This design comes from an exercise in tuning for small area and a short achievable clock period on the open sky130 flow, not from production work.
Only simulation tests tie the RTL to the original design; equivalence was not proved.

==> flow/run.sh <==
#!/bin/bash
# synth_recipe.tcl (not shown) runs the flow's synth.tcl, then flattens the netlist and writes it again
# the make line also repeats each setting of config.mk as NAME=value (left out here)
make -C /OpenROAD-flow-scripts/flow DESIGN_CONFIG=/design/flow/config.mk WORK_HOME=/design/flow/orfs CLKGATE_MAP_FILE= SYNTH_SCRIPT=/design/flow/synth_recipe.tcl finish
==> flow/constraint.sdc <==
create_clock -name core_clock -period 5.0 [get_ports {clk}]
set_input_delay 1.0000 -clock core_clock [delete_from_list [all_inputs] [get_ports {clk}]]
set_output_delay 1.0000 -clock core_clock [all_outputs]
set_load 0.01 [all_outputs]
==> flow/design.v <==
    localparam int DATA_W        = 16;
    localparam int BANK_AW       = 6;
    localparam int BANK_DEPTH    = 1 << BANK_AW;
    localparam int LVL_W         = BANK_AW + 1;
    localparam int NUM_BANKS     = 6;
    localparam int NUM_IN_BANKS  = 4;
    localparam int NUM_OUT_BANKS = 2;
    localparam int OUT_IDX_W     = 1;
    localparam int BURST_LEN = 8;
    localparam int CFG_LEN   = 4;
    localparam int CNT_W     = 3;
    localparam logic [3:0] SEL_CFG    = 4'd0;
    localparam logic [3:0] SEL_ACT    = 4'd2;
    localparam logic [3:0] SEL_FLGACT = 4'd4;
    localparam logic [3:0] SEL_WEI    = 4'd6;
    localparam logic [3:0] SEL_FLGWEI = 4'd8;
    localparam logic [3:0] SEL_FLGOFM = 4'd10;
    localparam logic [3:0] SEL_OFM    = 4'd11;
    function automatic logic [NUM_BANKS-1:0] sel_onehot(input logic [3:0] sel);
        logic [NUM_BANKS-1:0] oh;
        oh = '0;
        case (sel)
            SEL_FLGWEI: oh[0] = 1'b1;
            SEL_WEI:    oh[1] = 1'b1;
            SEL_FLGACT: oh[2] = 1'b1;
            SEL_ACT:    oh[3] = 1'b1;
            SEL_FLGOFM: oh[4] = 1'b1;
            SEL_OFM:    oh[5] = 1'b1;
            default:    oh = '0;
        endcase
        sel_onehot = oh;
    endfunction
    function automatic logic [3:0] bank_sel(input int idx);
        logic [3:0] sel;
        case (idx)
            0:       sel = SEL_FLGWEI;
            1:       sel = SEL_WEI;
            2:       sel = SEL_FLGACT;
            3:       sel = SEL_ACT;
            4:       sel = SEL_FLGOFM;
            5:       sel = SEL_OFM;
            default: sel = SEL_CFG;
        endcase
        bank_sel = sel;
    endfunction
`timescale 1ns/10ps
`default_nettype none
module gbuf_bank (
    input  wire logic               clk,
    input  wire logic               rst_n,
    input  wire logic               clear,
    input  wire logic               wr_en,
    input  wire logic [15:0]  wr_data,
    input  wire logic               rd_en,
    output logic [15:0]       rd_data,
    output logic                    rd_valid,
    output logic [6:0]        level
);
    localparam int DATA_W        = 16;
    localparam int BANK_AW       = 6;
    localparam int BANK_DEPTH    = 1 << BANK_AW;
    localparam int LVL_W         = BANK_AW + 1;
    localparam int NUM_BANKS     = 6;
    localparam int NUM_IN_BANKS  = 4;
    localparam int NUM_OUT_BANKS = 2;
    localparam int OUT_IDX_W     = 1;
    localparam int BURST_LEN = 8;
    localparam int CFG_LEN   = 4;
    localparam int CNT_W     = 3;
    localparam logic [3:0] SEL_CFG    = 4'd0;
    localparam logic [3:0] SEL_ACT    = 4'd2;
    localparam logic [3:0] SEL_FLGACT = 4'd4;
    localparam logic [3:0] SEL_WEI    = 4'd6;
    localparam logic [3:0] SEL_FLGWEI = 4'd8;
    localparam logic [3:0] SEL_FLGOFM = 4'd10;
    localparam logic [3:0] SEL_OFM    = 4'd11;
    function automatic logic [NUM_BANKS-1:0] sel_onehot(input logic [3:0] sel);
        logic [NUM_BANKS-1:0] oh;
        oh = '0;
        case (sel)
            SEL_FLGWEI: oh[0] = 1'b1;
            SEL_WEI:    oh[1] = 1'b1;
            SEL_FLGACT: oh[2] = 1'b1;
            SEL_ACT:    oh[3] = 1'b1;
            SEL_FLGOFM: oh[4] = 1'b1;
            SEL_OFM:    oh[5] = 1'b1;
            default:    oh = '0;
        endcase
        sel_onehot = oh;
    endfunction
    function automatic logic [3:0] bank_sel(input int idx);
        logic [3:0] sel;
        case (idx)
            0:       sel = SEL_FLGWEI;
            1:       sel = SEL_WEI;
            2:       sel = SEL_FLGACT;
            3:       sel = SEL_ACT;
            4:       sel = SEL_FLGOFM;
            5:       sel = SEL_OFM;
            default: sel = SEL_CFG;
        endcase
        bank_sel = sel;
    endfunction
    logic [DATA_W-1:0]  mem [BANK_DEPTH];
    logic [BANK_AW-1:0] wr_ptr;
    logic [BANK_AW-1:0] rd_ptr;
    logic [BANK_AW:0]   count;
    logic               full;
    logic               empty;
    logic               wr_ok;
    logic               rd_ok;
    assign full  = count[BANK_AW];
    assign empty = (count == '0);
    assign wr_ok = wr_en & ~full;
    assign rd_ok = rd_en & ~empty;
    assign level = count;
    always_ff @(posedge clk or negedge rst_n) begin
        if (!rst_n) begin
            wr_ptr   <= '0;
            rd_ptr   <= '0;
            count    <= '0;
            rd_valid <= 1'b0;
        end else if (clear) begin
            wr_ptr   <= '0;
            rd_ptr   <= '0;
            count    <= '0;
            rd_valid <= 1'b0;
        end else begin
            rd_valid <= rd_ok;
            if (wr_ok) begin
                wr_ptr <= wr_ptr + 1'b1;
            end
            if (rd_ok) begin
                rd_ptr <= rd_ptr + 1'b1;
            end
            case ({wr_ok, rd_ok})
                2'b10:   count <= count + 1'b1;
                2'b01:   count <= count - 1'b1;
                default: count <= count;
            endcase
        end
    end
    always_ff @(posedge clk) begin
        if (wr_ok) begin
            mem[wr_ptr] <= wr_data;
        end
        if (rd_ok) begin
            rd_data <= mem[rd_ptr];
        end
    end
endmodule
`default_nettype wire
`timescale 1ns/10ps
`default_nettype none
module link_scheduler (
    input  wire logic                       clk,
    input  wire logic                       rst_n,
    input  wire logic                       clear,
    input  wire logic                       cfg_req,
    input  wire logic [41:0] level,
    input  wire logic                       link_in_valid,
    input  wire logic                       upload_step,
    output logic                            grant_active,
    output logic [3:0]                      grant_sel,
    output logic                            grant_upload,
    output logic                            link_req,
    output logic                            link_done
);
    localparam int DATA_W        = 16;
    localparam int BANK_AW       = 6;
    localparam int BANK_DEPTH    = 1 << BANK_AW;
    localparam int LVL_W         = BANK_AW + 1;
    localparam int NUM_BANKS     = 6;
    localparam int NUM_IN_BANKS  = 4;
    localparam int NUM_OUT_BANKS = 2;
    localparam int OUT_IDX_W     = 1;
    localparam int BURST_LEN = 8;
    localparam int CFG_LEN   = 4;
    localparam int CNT_W     = 3;
    localparam logic [3:0] SEL_CFG    = 4'd0;
    localparam logic [3:0] SEL_ACT    = 4'd2;
    localparam logic [3:0] SEL_FLGACT = 4'd4;
    localparam logic [3:0] SEL_WEI    = 4'd6;
    localparam logic [3:0] SEL_FLGWEI = 4'd8;
    localparam logic [3:0] SEL_FLGOFM = 4'd10;
    localparam logic [3:0] SEL_OFM    = 4'd11;
    function automatic logic [NUM_BANKS-1:0] sel_onehot(input logic [3:0] sel);
        logic [NUM_BANKS-1:0] oh;
        oh = '0;
        case (sel)
            SEL_FLGWEI: oh[0] = 1'b1;
            SEL_WEI:    oh[1] = 1'b1;
            SEL_FLGACT: oh[2] = 1'b1;
            SEL_ACT:    oh[3] = 1'b1;
            SEL_FLGOFM: oh[4] = 1'b1;
            SEL_OFM:    oh[5] = 1'b1;
            default:    oh = '0;
        endcase
        sel_onehot = oh;
    endfunction
    function automatic logic [3:0] bank_sel(input int idx);
        logic [3:0] sel;
        case (idx)
            0:       sel = SEL_FLGWEI;
            1:       sel = SEL_WEI;
            2:       sel = SEL_FLGACT;
            3:       sel = SEL_ACT;
            4:       sel = SEL_FLGOFM;
            5:       sel = SEL_OFM;
            default: sel = SEL_CFG;
        endcase
        bank_sel = sel;
    endfunction
    logic             cfg_pend;
    logic [CNT_W-1:0] word_cnt;
    logic             step;
    logic             last_word;
    logic             pick_valid;
    logic [3:0]       pick_sel;
    logic             pick_upload;
    always_comb begin
        pick_valid  = 1'b0;
        pick_sel    = SEL_CFG;
        pick_upload = 1'b0;
        for (int i = NUM_IN_BANKS - 1; i >= 0; i--) begin
            if (level[i*LVL_W +: LVL_W] <= LVL_W'(BANK_DEPTH - BURST_LEN)) begin
                pick_valid  = 1'b1;
                pick_sel    = bank_sel(i);
                pick_upload = 1'b0;
            end
        end
        for (int i = NUM_BANKS - 1; i >= NUM_IN_BANKS; i--) begin
            if (level[i*LVL_W +: LVL_W] >= LVL_W'(BURST_LEN)) begin
                pick_valid  = 1'b1;
                pick_sel    = bank_sel(i);
                pick_upload = 1'b1;
            end
        end
        if (cfg_pend) begin
            pick_valid  = 1'b1;
            pick_sel    = SEL_CFG;
            pick_upload = 1'b0;
        end
    end
    assign step      = grant_upload ? upload_step : link_in_valid;
    assign last_word = (grant_sel == SEL_CFG) ? (word_cnt == CNT_W'(CFG_LEN - 1))
                                              : (word_cnt == CNT_W'(BURST_LEN - 1));
    assign link_done = grant_active & step & last_word;
    always_ff @(posedge clk or negedge rst_n) begin
        if (!rst_n) begin
            grant_active <= 1'b0;
            grant_sel    <= SEL_CFG;
            grant_upload <= 1'b0;
            link_req     <= 1'b0;
            word_cnt     <= '0;
            cfg_pend     <= 1'b0;
        end else if (clear) begin
            grant_active <= 1'b0;
            grant_sel    <= SEL_CFG;
            grant_upload <= 1'b0;
            link_req     <= 1'b0;
            word_cnt     <= '0;
            cfg_pend     <= 1'b0;
        end else begin
            link_req <= 1'b0;
            if (!grant_active) begin
                word_cnt <= '0;
                if (pick_valid) begin
                    grant_active <= 1'b1;
                    grant_sel    <= pick_sel;
                    grant_upload <= pick_upload;
                    link_req     <= 1'b1;
                end
            end else if (step) begin
                if (last_word) begin
                    grant_active <= 1'b0;
                    word_cnt     <= '0;
                end else begin
                    word_cnt <= word_cnt + 1'b1;
                end
            end
            if (cfg_req) begin
                cfg_pend <= 1'b1;
            end else if (!grant_active && pick_valid && pick_sel == SEL_CFG) begin
                cfg_pend <= 1'b0;
            end
        end
    end
endmodule
`default_nettype wire
`timescale 1ns/10ps
`default_nettype none
module link_demux (
    input  wire logic                              grant_active,
    input  wire logic [3:0]                        grant_sel,
    input  wire logic                              grant_upload,
    input  wire logic                              link_in_valid,
    input  wire logic [15:0]                 link_in_data,
    input  wire logic [1:0]          core_wr,
    input  wire logic [31:0]   core_wr_data,
    output logic [5:0]                   bank_wr_en,
    output logic [95:0]            bank_wr_data,
    output logic                                   cfg_valid,
    output logic [15:0]                      cfg_word
);
    localparam int DATA_W        = 16;
    localparam int BANK_AW       = 6;
    localparam int BANK_DEPTH    = 1 << BANK_AW;
    localparam int LVL_W         = BANK_AW + 1;
    localparam int NUM_BANKS     = 6;
    localparam int NUM_IN_BANKS  = 4;
    localparam int NUM_OUT_BANKS = 2;
    localparam int OUT_IDX_W     = 1;
    localparam int BURST_LEN = 8;
    localparam int CFG_LEN   = 4;
    localparam int CNT_W     = 3;
    localparam logic [3:0] SEL_CFG    = 4'd0;
    localparam logic [3:0] SEL_ACT    = 4'd2;
    localparam logic [3:0] SEL_FLGACT = 4'd4;
    localparam logic [3:0] SEL_WEI    = 4'd6;
    localparam logic [3:0] SEL_FLGWEI = 4'd8;
    localparam logic [3:0] SEL_FLGOFM = 4'd10;
    localparam logic [3:0] SEL_OFM    = 4'd11;
    function automatic logic [NUM_BANKS-1:0] sel_onehot(input logic [3:0] sel);
        logic [NUM_BANKS-1:0] oh;
        oh = '0;
        case (sel)
            SEL_FLGWEI: oh[0] = 1'b1;
            SEL_WEI:    oh[1] = 1'b1;
            SEL_FLGACT: oh[2] = 1'b1;
            SEL_ACT:    oh[3] = 1'b1;
            SEL_FLGOFM: oh[4] = 1'b1;
            SEL_OFM:    oh[5] = 1'b1;
            default:    oh = '0;
        endcase
        sel_onehot = oh;
    endfunction
    function automatic logic [3:0] bank_sel(input int idx);
        logic [3:0] sel;
        case (idx)
            0:       sel = SEL_FLGWEI;
            1:       sel = SEL_WEI;
            2:       sel = SEL_FLGACT;
            3:       sel = SEL_ACT;
            4:       sel = SEL_FLGOFM;
            5:       sel = SEL_OFM;
            default: sel = SEL_CFG;
        endcase
        bank_sel = sel;
    endfunction
    logic                 inbound;
    logic                 is_cfg;
    logic [NUM_BANKS-1:0] sel_oh;
    assign inbound = grant_active & ~grant_upload & link_in_valid;
    assign is_cfg  = (grant_sel == SEL_CFG);
    assign sel_oh  = sel_onehot(grant_sel);
    assign cfg_valid = inbound & is_cfg;
    assign cfg_word  = is_cfg ? link_in_data : '0;
    always_comb begin
        for (int i = 0; i < NUM_IN_BANKS; i++) begin
            bank_wr_en[i]                     = inbound & sel_oh[i];
            bank_wr_data[i*DATA_W +: DATA_W]  = link_in_data;
        end
        for (int j = 0; j < NUM_OUT_BANKS; j++) begin
            bank_wr_en[NUM_IN_BANKS + j]                     = core_wr[j];
            bank_wr_data[(NUM_IN_BANKS + j)*DATA_W +: DATA_W] = core_wr_data[j*DATA_W +: DATA_W];
        end
    end
endmodule
`default_nettype wire
`timescale 1ns/10ps
`default_nettype none
module link_upload (
    input  wire logic                              clk,
    input  wire logic                              rst_n,
    input  wire logic                              clear,
    input  wire logic                              grant_active,
    input  wire logic [3:0]                        grant_sel,
    input  wire logic                              grant_upload,
    input  wire logic [3:0]           core_rd,
    input  wire logic [95:0]       bank_rd_data,
    input  wire logic [5:0]              bank_rd_valid,
    output logic [5:0]                   bank_rd_en,
    output logic                                   upload_step,
    output logic                                   link_out_valid,
    output logic [15:0]                      link_out_data,
    output logic [3:0]                core_rd_valid,
    output logic [63:0]         core_rd_data
);
    localparam int DATA_W        = 16;
    localparam int BANK_AW       = 6;
    localparam int BANK_DEPTH    = 1 << BANK_AW;
    localparam int LVL_W         = BANK_AW + 1;
    localparam int NUM_BANKS     = 6;
    localparam int NUM_IN_BANKS  = 4;
    localparam int NUM_OUT_BANKS = 2;
    localparam int OUT_IDX_W     = 1;
    localparam int BURST_LEN = 8;
    localparam int CFG_LEN   = 4;
    localparam int CNT_W     = 3;
    localparam logic [3:0] SEL_CFG    = 4'd0;
    localparam logic [3:0] SEL_ACT    = 4'd2;
    localparam logic [3:0] SEL_FLGACT = 4'd4;
    localparam logic [3:0] SEL_WEI    = 4'd6;
    localparam logic [3:0] SEL_FLGWEI = 4'd8;
    localparam logic [3:0] SEL_FLGOFM = 4'd10;
    localparam logic [3:0] SEL_OFM    = 4'd11;
    function automatic logic [NUM_BANKS-1:0] sel_onehot(input logic [3:0] sel);
        logic [NUM_BANKS-1:0] oh;
        oh = '0;
        case (sel)
            SEL_FLGWEI: oh[0] = 1'b1;
            SEL_WEI:    oh[1] = 1'b1;
            SEL_FLGACT: oh[2] = 1'b1;
            SEL_ACT:    oh[3] = 1'b1;
            SEL_FLGOFM: oh[4] = 1'b1;
            SEL_OFM:    oh[5] = 1'b1;
            default:    oh = '0;
        endcase
        sel_onehot = oh;
    endfunction
    function automatic logic [3:0] bank_sel(input int idx);
        logic [3:0] sel;
        case (idx)
            0:       sel = SEL_FLGWEI;
            1:       sel = SEL_WEI;
            2:       sel = SEL_FLGACT;
            3:       sel = SEL_ACT;
            4:       sel = SEL_FLGOFM;
            5:       sel = SEL_OFM;
            default: sel = SEL_CFG;
        endcase
        bank_sel = sel;
    endfunction
    logic [NUM_BANKS-1:0] grant_oh;
    logic [OUT_IDX_W-1:0] grant_idx;
    logic [OUT_IDX_W-1:0] ret_idx;
    assign grant_oh    = sel_onehot(grant_sel);
    assign upload_step = grant_active & grant_upload;
    always_comb begin
        grant_idx = '0;
        for (int j = 0; j < NUM_OUT_BANKS; j++) begin
            if (grant_oh[NUM_IN_BANKS + j]) begin
                grant_idx = OUT_IDX_W'(j);
            end
        end
    end
    always_comb begin
        for (int i = 0; i < NUM_IN_BANKS; i++) begin
            bank_rd_en[i] = core_rd[i];
        end
        for (int j = 0; j < NUM_OUT_BANKS; j++) begin
            bank_rd_en[NUM_IN_BANKS + j] = upload_step & grant_oh[NUM_IN_BANKS + j];
        end
    end
    always_ff @(posedge clk or negedge rst_n) begin
        if (!rst_n) begin
            ret_idx <= '0;
        end else if (clear) begin
            ret_idx <= '0;
        end else if (upload_step) begin
            ret_idx <= grant_idx;
        end
    end
    assign link_out_valid = ret_idx ? bank_rd_valid[NUM_IN_BANKS + 1] : bank_rd_valid[NUM_IN_BANKS];
    assign link_out_data  = ret_idx ? bank_rd_data[(NUM_IN_BANKS + 1)*DATA_W +: DATA_W]
                                    : bank_rd_data[NUM_IN_BANKS*DATA_W +: DATA_W];
    assign core_rd_valid = bank_rd_valid[NUM_IN_BANKS-1:0];
    assign core_rd_data  = bank_rd_data[NUM_IN_BANKS*DATA_W-1:0];
endmodule
`default_nettype wire
`timescale 1ns/10ps
`default_nettype none
module gbuf_link_top (
    input  wire logic                              clk,
    input  wire logic                              rst_n,
    input  wire logic                              clear,
    input  wire logic                              cfg_req,
    output logic                                   link_req,
    output logic [3:0]                             link_sel,
    output logic                                   link_upload,
    output logic                                   link_done,
    input  wire logic                              link_in_valid,
    input  wire logic [15:0]                 link_in_data,
    output logic                                   link_out_valid,
    output logic [15:0]                      link_out_data,
    output logic                                   cfg_valid,
    output logic [15:0]                      cfg_word,
    input  wire logic [3:0]           core_rd,
    output logic [3:0]                core_rd_valid,
    output logic [63:0]         core_rd_data,
    input  wire logic [1:0]          core_wr,
    input  wire logic [31:0]   core_wr_data,
    output logic [41:0]             level
);
    localparam int DATA_W        = 16;
    localparam int BANK_AW       = 6;
    localparam int BANK_DEPTH    = 1 << BANK_AW;
    localparam int LVL_W         = BANK_AW + 1;
    localparam int NUM_BANKS     = 6;
    localparam int NUM_IN_BANKS  = 4;
    localparam int NUM_OUT_BANKS = 2;
    localparam int OUT_IDX_W     = 1;
    localparam int BURST_LEN = 8;
    localparam int CFG_LEN   = 4;
    localparam int CNT_W     = 3;
    localparam logic [3:0] SEL_CFG    = 4'd0;
    localparam logic [3:0] SEL_ACT    = 4'd2;
    localparam logic [3:0] SEL_FLGACT = 4'd4;
    localparam logic [3:0] SEL_WEI    = 4'd6;
    localparam logic [3:0] SEL_FLGWEI = 4'd8;
    localparam logic [3:0] SEL_FLGOFM = 4'd10;
    localparam logic [3:0] SEL_OFM    = 4'd11;
    function automatic logic [NUM_BANKS-1:0] sel_onehot(input logic [3:0] sel);
        logic [NUM_BANKS-1:0] oh;
        oh = '0;
        case (sel)
            SEL_FLGWEI: oh[0] = 1'b1;
            SEL_WEI:    oh[1] = 1'b1;
            SEL_FLGACT: oh[2] = 1'b1;
            SEL_ACT:    oh[3] = 1'b1;
            SEL_FLGOFM: oh[4] = 1'b1;
            SEL_OFM:    oh[5] = 1'b1;
            default:    oh = '0;
        endcase
        sel_onehot = oh;
    endfunction
    function automatic logic [3:0] bank_sel(input int idx);
        logic [3:0] sel;
        case (idx)
            0:       sel = SEL_FLGWEI;
            1:       sel = SEL_WEI;
            2:       sel = SEL_FLGACT;
            3:       sel = SEL_ACT;
            4:       sel = SEL_FLGOFM;
            5:       sel = SEL_OFM;
            default: sel = SEL_CFG;
        endcase
        bank_sel = sel;
    endfunction
    logic                        grant_active;
    logic [3:0]                  grant_sel;
    logic                        grant_upload;
    logic                        upload_step;
    logic [NUM_BANKS-1:0]        bank_wr_en;
    logic [NUM_BANKS*DATA_W-1:0] bank_wr_data;
    logic [NUM_BANKS-1:0]        bank_rd_en;
    logic [NUM_BANKS*DATA_W-1:0] bank_rd_data;
    logic [NUM_BANKS-1:0]        bank_rd_valid;
    assign link_sel    = grant_sel;
    assign link_upload = grant_upload;
    link_scheduler u_scheduler (
        .clk           (clk),
        .rst_n         (rst_n),
        .clear         (clear),
        .cfg_req       (cfg_req),
        .level         (level),
        .link_in_valid (link_in_valid),
        .upload_step   (upload_step),
        .grant_active  (grant_active),
        .grant_sel     (grant_sel),
        .grant_upload  (grant_upload),
        .link_req      (link_req),
        .link_done     (link_done)
    );
    link_demux u_demux (
        .grant_active  (grant_active),
        .grant_sel     (grant_sel),
        .grant_upload  (grant_upload),
        .link_in_valid (link_in_valid),
        .link_in_data  (link_in_data),
        .core_wr       (core_wr),
        .core_wr_data  (core_wr_data),
        .bank_wr_en    (bank_wr_en),
        .bank_wr_data  (bank_wr_data),
        .cfg_valid     (cfg_valid),
        .cfg_word      (cfg_word)
    );
    link_upload u_upload (
        .clk            (clk),
        .rst_n          (rst_n),
        .clear          (clear),
        .grant_active   (grant_active),
        .grant_sel      (grant_sel),
        .grant_upload   (grant_upload),
        .core_rd        (core_rd),
        .bank_rd_data   (bank_rd_data),
        .bank_rd_valid  (bank_rd_valid),
        .bank_rd_en     (bank_rd_en),
        .upload_step    (upload_step),
        .link_out_valid (link_out_valid),
        .link_out_data  (link_out_data),
        .core_rd_valid  (core_rd_valid),
        .core_rd_data   (core_rd_data)
    );
    for (genvar b = 0; b < NUM_BANKS; b++) begin : g_bank
        gbuf_bank u_bank (
            .clk      (clk),
            .rst_n    (rst_n),
            .clear    (clear),
            .wr_en    (bank_wr_en[b]),
            .wr_data  (bank_wr_data[b*DATA_W +: DATA_W]),
            .rd_en    (bank_rd_en[b]),
            .rd_data  (bank_rd_data[b*DATA_W +: DATA_W]),
            .rd_valid (bank_rd_valid[b]),
            .level    (level[b*LVL_W +: LVL_W])
        );
    end
endmodule
`default_nettype wire
==> flow/config.mk <==
export PLATFORM = sky130hd
export DESIGN_NAME = gbuf_link_top
export DESIGN_NICKNAME = gbuf_link_top
export VERILOG_FILES = /design/flow/design.v
export SDC_FILE = /design/flow/constraint.sdc
export NUM_CORES = 4
export LEC_CHECK = 0
export CAP_MARGIN = 20
export CORE_MARGIN = 2
export CORE_UTILIZATION = 40
export SLEW_MARGIN = 20
==> run summary <==
synth_stat cells (all sizes together) (25+ instances only):
cell | instances | area [um2]
a22oi | 74 | 556
nand3 | 49 | 250
dfrtp | 132 | 3300
xor2 | 43 | 377
mux4 | 1928 | 43400
xnor2 | 38 | 333
and2 | 31 | 194
o21ai | 40 | 200
nand2 | 208 | 786
mux2i | 32 | 320
nor2 | 516 | 1940
buf | 355 | 2060
a21oi | 74 | 370
ha | 25 | 313
clkbuf | 297 | 1110
edfxtp | 6240 | 187000
nand2b | 30 | 190
kinds of logic after synthesis:
family,Yosys count,share of synthesized area [%]
and+or+nand+nor,1010,1.85
AOI/OAI and AO/OA,304,0.864
adders and majority gates,25,0.127
DFF,6372,77.6
buffers and inverters,676,1.33
xor gates and xnor gates,81,0.289
muxes,1977,17.9
report_power, final:
| part | total, W | switching [W] | internal, W |
|---|---|---|---|
| Combinational | 0.0178 | 0.00956 | 0.00822 |
| Sequential | 0.0601 | 0.000920 | 0.0592 |
| Clock | 0.0480 | 0.0205 | 0.0275 |
stage by stage:
step	utilization (%)	cell area [um2]	cells	setup slack [ps]
2_1_floorplan	-	246000	10400	1540
3_3_place_gp	42.8	261000	18800	564
3_5_place_dp	42.8	261000	18800	548
4_1_cts	46.2	283000	20000	451
5_1_grt	46.3	283000	20000	271
6_report	46.3	283000	20000	546
flip-flops by register name, indices dropped and copies added, names as in the netlist, 3 cells and up:
signal and count:
g_bank.u_bank.count 42, g_bank.u_bank.mem 6144, g_bank.u_bank.rd_data 96, g_bank.u_bank.rd_ptr 36
g_bank.u_bank.rd_valid 6, g_bank.u_bank.wr_ptr 36, u_scheduler.grant_sel 4, u_scheduler.word_cnt 3
cell type report:
| cell class | count | area share (%) |
|---|---|---|
| sequential | 6372 | 67.4 |
| multi-input combinational | 3397 | 18.3 |
| clock buffer | 829 | 6.09 |
| tap | 8092 | 3.58 |
| timing repair buffer | 926 | 3.16 |
| clock inverter | 355 | 1.38 |
| inverter | 24 | 0.0318 |
| antenna | 31 | 0.0274 |
worst max-delay path, delay by kind of cell (launching register included):
family,cells,cell delay [ps]
XOR/XNOR,1,150
AND/OR/NAND/NOR,2,600
buffers and inverters,2,980
flip-flops,1,610
routing by layer:
layer | share of wire, % | wire length (um) | track usage, %
met1 | 41 | 249000 | 27.0
met2 | 49 | 299000 | 31.6
met3 | 7.7 | 47200 | 3.45
met4 | 3.2 | 19600 | 5.57
met5 | 0.030 | 184 | 0
final timing paths:
check | slack [ps] | endpoint
setup / recovery | 550 | link_done
hold / removal | 290 | g_bank[4].u_bank.mem[28][15]$_DFFE_PP_
setup reg to reg | 950 | g_bank[2].u_bank.mem[43][8]$_DFFE_PP_
hold reg to reg | 550 | u_scheduler.word_cnt[1]$_DFFE_PN0P_
max in group asynchronous | 3230 | g_bank[2].u_bank.rd_ptr[4]$_DFFE_PN0P_
min in group asynchronous | 620 | g_bank[1].u_bank.count[6]$_DFFE_PN0P_
==> results.cfg <==
[die]
die_x_um = 788
io_pins = 210
rows = 287
core_mm2 = 0.611
dieArea_mm2 = 0.620
die_h_um = 788
start_util_pct = 40.2

[sta]
grt_setup_unrepaired = no
setup_viol = 0
hold_ws_ps = 293
fmax_ghz = 0.225
hold_viol = 0
fin_crit_ps = 4450
slew_violations = 0
tightest_slew_ps = 1330
finalCritPeriodShare_pct = 89.1
maxSlewHeadroom_pct = 11.7
finalSetupTns_ps = 0
finClkSkew_ps = 92.9

[critical_path]
cp-end-kind = primary output
path_cells = nor4_4 -> buf_4 -> xnor2_1 -> nor3b_1 -> clkdlybuf4s50_1
worst_ep_required_time_ps = 4000
ff2ff_path_depth = 8
r2r_start = u_scheduler.grant_sel[3]$_DFFE_PN0P_
cp_slowest_cell = dfrtp_1
start_kind = register
slowest_delay_ps = 610
crit_start = u_scheduler.grant_sel[2]$_DFFE_PN0P_
crit_arrival_ps = 3450
cp_max_fo = 18
crit_type = reg -> out

[finish]
multi_input_area_mm2 = 0.0517
final_common_cell = edfxtp_1
drive_gt1_share_pct = 31.2
mostFrequentLayoutCells = edfxtp_1, mux4_2, clkbuf_16, buf_4, nor2_1
nNetsFinal = 11500
regArea_mm2 = 0.191
syn_to_final_growth_pct = 15.2
nFillCells = 49400

[route]
viasPerCell = 5.67
drtPass1Iterations = 6
wirelength_mm = 615
drc = 0
ant_nets = 0
vias = 113000
first_iter_violations = 13800
wl_per_cell_um = 30.7

[hold_path]
hp-class = in -> reg
min_path_cells = 1
min_from = core_wr_data[15]

[cts]
numClockSinks = 6372
clockBufferDepth = 4
cts_made_buffers = 650
post_cts_buffers = 0
cts_root_buf = clkbuf_16
cts.repair.resized = 0
clk_latency_ps = 1110
cts_tree = done
cts_hold_buffers = 1
clkTransAtPathRegs_ps = 60
htree_levels = 6

[global_route]
grt_pass1_wl_mm = 875
grt_start_max_net_pins = 152
grt-ovfl-total = 0
grt_usage_pct = 19.4
antenna_found_initial = 47
grt_pass1_vias = 115000

[placement]
dpl.hpwl_mm = 378
globalplace.congestion = 0.855
port_buffers = 209

[logic_synthesis]
yosysUniqueCellTypes = 72
ys_ff_latch = 6372
syn_inst = 10400
seq_area_frac_synth_pct = 77.6
async_flop_share_pct = 2.07
syn_area_mm2 = 0.246
synth_warnings = 4
syn_area_per_cell_um2 = 23.5
syn_nets = 10500
ys.flop_type = edfxtp_1
synth-edff-count = 6240

[pwr]
ir_drop_uv = 366
leakage_nw = 85.8
p_per_area_mw_per_mm2 = 445
power_w = 0.126

[flow_run]
max_cap_violations = 0

[status]
status = no timing/DRC/antenna violations

-- afterwards: timing with drivers on the ports --
How much do the figures lean on ideal ports? The routed layout below was timed once more, with nothing changed but the port constraints. Step 1 (the two cells are an assumption about what drives the block):
set clk [get_ports {clk}]
set_driving_cell -lib_cell sky130_fd_sc_hd__clkbuf_16 $clk
set_driving_cell -lib_cell sky130_fd_sc_hd__buf_2 [delete_from_list [all_inputs] $clk]
Step 2 adds t to the input delays and takes it off the output delays; t is the mean of the earliest and latest rising clock arrival at the registers after step 1. Input paths then give back, and output paths get back, about the clock's delay inside the block. a / b / c = ideal ports / drivers / drivers and shift; a / b = the first two.
t (ns): 1.191
setup slack, ns: 0.546 / 0.425 / 0.487
hold slack, ns: 0.293 / 0.221 / 0.553
clock arrival spread, ns: 0.105 / 0.105
worst register clock-pin slew, ns: 0.07 / 0.07
After both steps setup and hold are still met in this run. For this run, drivers alone change the setup slack by -0.121 ns; drivers and shift together by -0.059 ns.
